Source: an optimization exercise on an open RTL-to-GDS flow (aim: small area, a short achievable clock period and few clock cycles per item). Production flows keep margins and buffers that such runs may drop.
Only simulation tests tie the RTL to the original design; equivalence was not proved.
No activity file was given, so power comes from the tool's default toggle rates.

==> inputs of violet <==
==> flow/design.v <==
`timescale 1ns/100ps
`default_nettype none
module im_compression_top (
    input  logic        clk,
    input  logic        rst_n,
    input  logic        psel,
    input  logic        penable,
    input  logic        pwrite,
    input  logic [3:0]  paddr,
    input  logic [31:0] pwdata,
    output logic [31:0] prdata,
    output logic        pready,
    output logic        pslverr,
    output logic        rd_en,
    output logic [15:0] rd_addr,
    input  logic [23:0] rd_data,
    output logic        wr_en,
    output logic [15:0] wr_addr,
    output logic [23:0] wr_data
);
    logic [15:0] src_q;
    logic [15:0] dst_q;
    logic        busy_q;
    logic        done_q;
    logic [15:0] prdata_q;
    logic        pslverr_q;
    logic        wr_access;
    logic        start;
    logic        frame_done;
    logic        busy_n;
    logic        done_n;
    logic        rd_en_q;
    logic [15:0] rd_addr_q;
    logic [6:0]  cnt_q;         
    logic [15:0] step;
    logic        first_d;       
    logic        last_d;        
    logic [11:0] acc_r;
    logic [11:0] acc_g;
    logic [11:0] acc_b;
    logic        wr_en_q;
    logic [15:0] wr_addr_q;
    assign wr_access  = psel & penable & pwrite;
    assign start      = wr_access & (paddr == 4'h8) & pwdata[0] & ~busy_q;
    assign frame_done = wr_en_q & ~rd_en_q;     
    assign busy_n = busy_q & ~frame_done;
    assign done_n = done_q | frame_done;
    always_ff @(posedge clk) begin
        if (!rst_n) begin
            src_q     <= '0;
            dst_q     <= '0;
            busy_q    <= 1'b0;
            done_q    <= 1'b0;
            prdata_q  <= '0;
            pslverr_q <= 1'b0;
        end else begin
            if (wr_access && paddr == 4'h0) src_q <= pwdata[15:0];
            if (wr_access && paddr == 4'h4) dst_q <= pwdata[15:0];
            if (start) begin
                busy_q <= 1'b1;
                done_q <= 1'b0;
            end else if (frame_done) begin
                busy_q <= 1'b0;
                done_q <= 1'b1;
            end
            case (paddr)
                4'h0:    prdata_q <= src_q;
                4'h4:    prdata_q <= dst_q;
                4'hc:    prdata_q <= {14'd0, done_n, busy_n};
                default: prdata_q <= '0;
            endcase
            pslverr_q <= psel & ((paddr[1:0] != 2'b00) |
                                 (pwrite & (paddr == 4'h8) & pwdata[0] & busy_n));
        end
    end
    assign prdata  = {16'd0, prdata_q};
    assign pready  = 1'b1;
    assign pslverr = pslverr_q;
    always_comb begin
        if (cnt_q[1:0] != 2'd3 || cnt_q[5:2] == 4'hf)
            step = 16'd1;            
        else if (cnt_q[3:2] != 2'd3)
            step = 16'd13;           
        else
            step = 16'hffd1;         
    end
    always_ff @(posedge clk) begin
        if (!rst_n) begin
            rd_en_q <= 1'b0;
        end else if (start) begin
            rd_en_q <= 1'b1;
        end else if (rd_en_q && cnt_q == 7'h7f) begin
            rd_en_q <= 1'b0;
        end
    end
    always_ff @(posedge clk) begin
        if (start) begin
            cnt_q     <= '0;
            rd_addr_q <= src_q;
        end else if (rd_en_q) begin
            cnt_q     <= cnt_q + 7'd1;
            rd_addr_q <= rd_addr_q + step;
        end
    end
    assign rd_en   = rd_en_q;
    assign rd_addr = rd_addr_q;
    always_ff @(posedge clk) begin
        if (!rst_n) begin
            last_d  <= 1'b0;
            wr_en_q <= 1'b0;
        end else begin
            last_d  <= rd_en_q & (cnt_q[3:0] == 4'hf);
            wr_en_q <= last_d;
        end
    end
    always_ff @(posedge clk) begin
        first_d <= (cnt_q[3:0] == 4'h0);
        acc_r <= (acc_r & {12{~first_d}}) + {4'd0, rd_data[23:16]};
        acc_g <= (acc_g & {12{~first_d}}) + {4'd0, rd_data[15:8]};
        acc_b <= (acc_b & {12{~first_d}}) + {4'd0, rd_data[7:0]};
    end
    always_ff @(posedge clk) begin
        if (start) begin
            wr_addr_q <= dst_q;
        end else if (wr_en_q) begin
            wr_addr_q <= wr_addr_q + 16'd1;
        end
    end
    assign wr_en   = wr_en_q;
    assign wr_addr = wr_addr_q;
    assign wr_data = {acc_r[11:4], acc_g[11:4], acc_b[11:4]};
endmodule
`default_nettype wire
==> flow/run.sh <==
#!/bin/bash
# synth_recipe.tcl (not shown) runs the flow's synth.tcl, then flattens the netlist and writes it again
# the make line also repeats each setting of config.mk as NAME=value (left out here)
make -C /OpenROAD-flow-scripts/flow DESIGN_CONFIG=/design/flow/config.mk WORK_HOME=/design/flow/orfs CLKGATE_MAP_FILE= SYNTH_SCRIPT=/design/flow/synth_recipe.tcl finish
==> flow/config.mk <==
export PLATFORM = sky130hd
export DESIGN_NAME = im_compression_top
export DESIGN_NICKNAME = im_compression_top
export VERILOG_FILES = /design/flow/design.v
export SDC_FILE = /design/flow/constraint.sdc
export NUM_CORES = 4
export LEC_CHECK = 0
export CAP_MARGIN = 20
export CORE_MARGIN = 2
export CORE_UTILIZATION = 40
export SLEW_MARGIN = 20
==> flow/constraint.sdc <==
create_clock -name core_clock -period 4.5 [get_ports {clk}]
set_input_delay 0.9000 -clock core_clock [delete_from_list [all_inputs] [get_ports {clk}]]
set_output_delay 0.9000 -clock core_clock [all_outputs]
set_load 0.01 [all_outputs]
==> inputs of raven, as changes to violet <==
==> flow/design.v, changed modules only <==
module im_compression_top (
    input  logic        clk,
    input  logic        rst_n,
    input  logic        psel,
    input  logic        penable,
    input  logic        pwrite,
    input  logic [3:0]  paddr,
    input  logic [31:0] pwdata,
    output logic [31:0] prdata,
    output logic        pready,
    output logic        pslverr,
    output logic        rd_en,
    output logic [15:0] rd_addr,
    input  logic [23:0] rd_data,
    output logic        wr_en,
    output logic [15:0] wr_addr,
    output logic [23:0] wr_data
);
    logic [15:0] src_q;
    logic [15:0] dst_q;
    logic        busy_q;
    logic        done_q;
    logic [15:0] prdata_q;
    logic        pslverr_q;
    logic        setup_wr;
    logic        src_wr_p;      
    logic        dst_wr_p;      
    logic        start_p;       
    logic        start;
    logic        frame_done;
    logic        busy_n;
    logic        done_n;
    logic        rd_en_q;
    logic [15:0] rd_addr_q;
    logic [6:0]  cnt_q;         
    logic [15:0] step;
    logic        step13;        
    logic        stepm47;       
    logic        first_d;       
    logic        last_d;        
    logic [11:0] acc_r;
    logic [11:0] acc_g;
    logic [11:0] acc_b;
    logic        wr_en_q;
    logic [15:0] wr_addr_q;
    assign setup_wr   = psel & ~penable & pwrite;
    assign start      = start_p & penable;
    assign frame_done = wr_en_q & ~rd_en_q;     
    assign busy_n = busy_q & ~frame_done;
    assign done_n = done_q | frame_done;
    always_ff @(posedge clk) begin
        if (!rst_n) begin
            src_q     <= '0;
            dst_q     <= '0;
            busy_q    <= 1'b0;
            done_q    <= 1'b0;
            prdata_q  <= '0;
            pslverr_q <= 1'b0;
            src_wr_p  <= 1'b0;
            dst_wr_p  <= 1'b0;
            start_p   <= 1'b0;
        end else begin
            src_wr_p  <= setup_wr & (paddr == 4'h0);
            dst_wr_p  <= setup_wr & (paddr == 4'h4);
            start_p   <= setup_wr & (paddr == 4'h8) & pwdata[0] & ~busy_n;
            if (src_wr_p && penable) src_q <= pwdata[15:0];
            if (dst_wr_p && penable) dst_q <= pwdata[15:0];
            if (start) begin
                busy_q <= 1'b1;
                done_q <= 1'b0;
            end else if (frame_done) begin
                busy_q <= 1'b0;
                done_q <= 1'b1;
            end
            case (paddr)
                4'h0:    prdata_q <= src_q;
                4'h4:    prdata_q <= dst_q;
                4'hc:    prdata_q <= {14'd0, done_n, busy_n};
                default: prdata_q <= '0;
            endcase
            pslverr_q <= psel & ((paddr[1:0] != 2'b00) |
                                 (pwrite & (paddr == 4'h8) & pwdata[0] & busy_n));
        end
    end
    assign prdata  = {16'd0, prdata_q};
    assign pready  = 1'b1;
    assign pslverr = pslverr_q;
    always_ff @(posedge clk) begin
        if (start) begin
            cnt_q   <= '0;
            step13  <= 1'b0;
            stepm47 <= 1'b0;
        end else begin
            cnt_q   <= cnt_q + 7'd1;
            step13  <= (cnt_q[1:0] == 2'd2) & (cnt_q[3:2] != 2'd3);
            stepm47 <= (cnt_q[1:0] == 2'd2) & (cnt_q[3:2] == 2'd3) & (cnt_q[5:4] != 2'd3);
        end
    end
    assign step = {{9{stepm47}}, stepm47, 1'b0, stepm47, step13, step13, 1'b0, 1'b1};
    always_ff @(posedge clk) begin
        if (start) rd_addr_q <= src_q;
        else       rd_addr_q <= rd_addr_q + step;
    end
    always_ff @(posedge clk) begin
        if (!rst_n) begin
            rd_en_q <= 1'b0;
        end else if (start) begin
            rd_en_q <= 1'b1;
        end else if (cnt_q == 7'h7f) begin
            rd_en_q <= 1'b0;
        end
    end
    assign rd_en   = rd_en_q;
    assign rd_addr = rd_addr_q;
    always_ff @(posedge clk) begin
        if (!rst_n) begin
            last_d  <= 1'b0;
            wr_en_q <= 1'b0;
        end else begin
            last_d  <= rd_en_q & (cnt_q[3:0] == 4'hf);
            wr_en_q <= last_d;
        end
    end
    always_ff @(posedge clk) begin
        first_d <= (cnt_q[3:0] == 4'h0);
        acc_r <= (acc_r & {12{~first_d}}) + {4'd0, rd_data[23:16]};
        acc_g <= (acc_g & {12{~first_d}}) + {4'd0, rd_data[15:8]};
        acc_b <= (acc_b & {12{~first_d}}) + {4'd0, rd_data[7:0]};
    end
    always_ff @(posedge clk) begin
        if (start) wr_addr_q <= dst_q;
        else       wr_addr_q <= wr_addr_q + {15'd0, wr_en_q};
    end
    assign wr_en   = wr_en_q;
    assign wr_addr = wr_addr_q;
    assign wr_data = {acc_r[11:4], acc_g[11:4], acc_b[11:4]};
endmodule
==> flow/flow/run.sh (new file) <==
#!/bin/bash
# The standard layout (standard.sh), with two changes:
#  - the port buffers are buf_1 cells rather than the delay buffer buffer_ports picks;
#  - CTS builds its tree from clkbuf_8 cells and adds no dummy loads.
# Synthesis is the standard one. The full output goes to standard.log here.
set -euo pipefail
bash standard.sh \
  "BUFFER_PORTS_ARGS=-buffer_cell sky130_fd_sc_hd__buf_1" \
  "CTS_ARGS=-sink_clustering_enable -repair_clock_nets -buf_list sky130_fd_sc_hd__clkbuf_8 -sink_clustering_size 20 -sink_clustering_max_diameter 60 -dont_use_dummy_load" \
  finish > standard.log 2>&1
==> flow/standard.sh (new file) <==
#!/bin/bash
# synth_recipe.tcl (not shown) runs the flow's synth.tcl, then flattens the netlist and writes it again
# the make line also repeats each setting of config.mk as NAME=value (left out here)
make -C /OpenROAD-flow-scripts/flow DESIGN_CONFIG=/design/flow/config.mk WORK_HOME=/design/flow/orfs CLKGATE_MAP_FILE= SYNTH_SCRIPT=/design/flow/synth_recipe.tcl "${@:-finish}"
Settings changed: ABC_AREA set to 1, SETUP_SLACK_MARGIN set to 2.5.
removed: flow/run.sh
==> notes.md <==
raven completed without violations. violet completed without violations. Worst hold slack: violet is better than raven (22 ps). Against raven, the register-to-register slack of violet is worse by 1200 ps. Between violet and raven, the lower global-route usage is in raven (gap 1.2 points). Of violet and raven, violet has the higher clock power (gap about 80%, measured against raven). Of violet and raven, raven has the higher synthesized area (gap about 4%, measured against raven). Of raven and violet, violet has the higher first-iteration DRC count (gap 30%, measured against violet).
==> figures <==
| metric | violet | raven |
|---|---|---|
| Result of the run | finished clean | finished clean |
| Number of distinct library cell variants in the gate-level netlist after synthesis | 55 | 43 |
| XOR/XNOR Fraction of Synth Area | 0.07870 | 0.04469 |
| Combinational cell fraction of total power | 0.350 | 0.423 |
| Layout net count | 970 | 1161 |
| Routed wire length on met3 | 1.043 mm | 891 um |
| Fill count | 1569 | 1823 |
| Die width | 134.3 um | 136.8 um |
| Data arrival, critical path | 3210 ps | 1030 ps |
| Number of enable flip-flop cells after synthesis | 32 | 0 |
| Cts repair resizes | 0 | 4 |
| Critical path class | flop to flop | flop to output port |
| Count of non-CTS inverters in the layout | 8 | 137 |
Testbench counts of violet, summed over its fixed seeds: cycles 12,864, frames 96.
Testbench counts of raven, summed over its fixed seeds: cycles 12,864, frames 96.

afterwards: timing with drivers on the ports:
In the flow no input, the clock included, has a driving cell. The finished layouts below were timed again as built, in two steps. Step 1 assumes that a clkbuf_16 drives the clock port and a buf_2 every other input. Step 2 also shifts input and output timing later by t, the mid clock arrival at the registers, as if the neighbouring blocks saw the same clock. a / b / c = no drivers / after step 1 / after step 2; a / b = the first two.
run | t, ns | slack for setup (ns) | latest minus earliest clock arrival (ns)
violet | 0.459 | 1.453 / 1.453 / 1.098 | 0.012 / 0.012
raven | 0.464 | 2.574 / 2.538 / 2.136 | 0.032 / 0.032
After both steps setup and hold are still met in every run listed. The setup slack of raven, which loses most, moves by -0.036 ns with the drivers and by -0.438 ns with both steps.
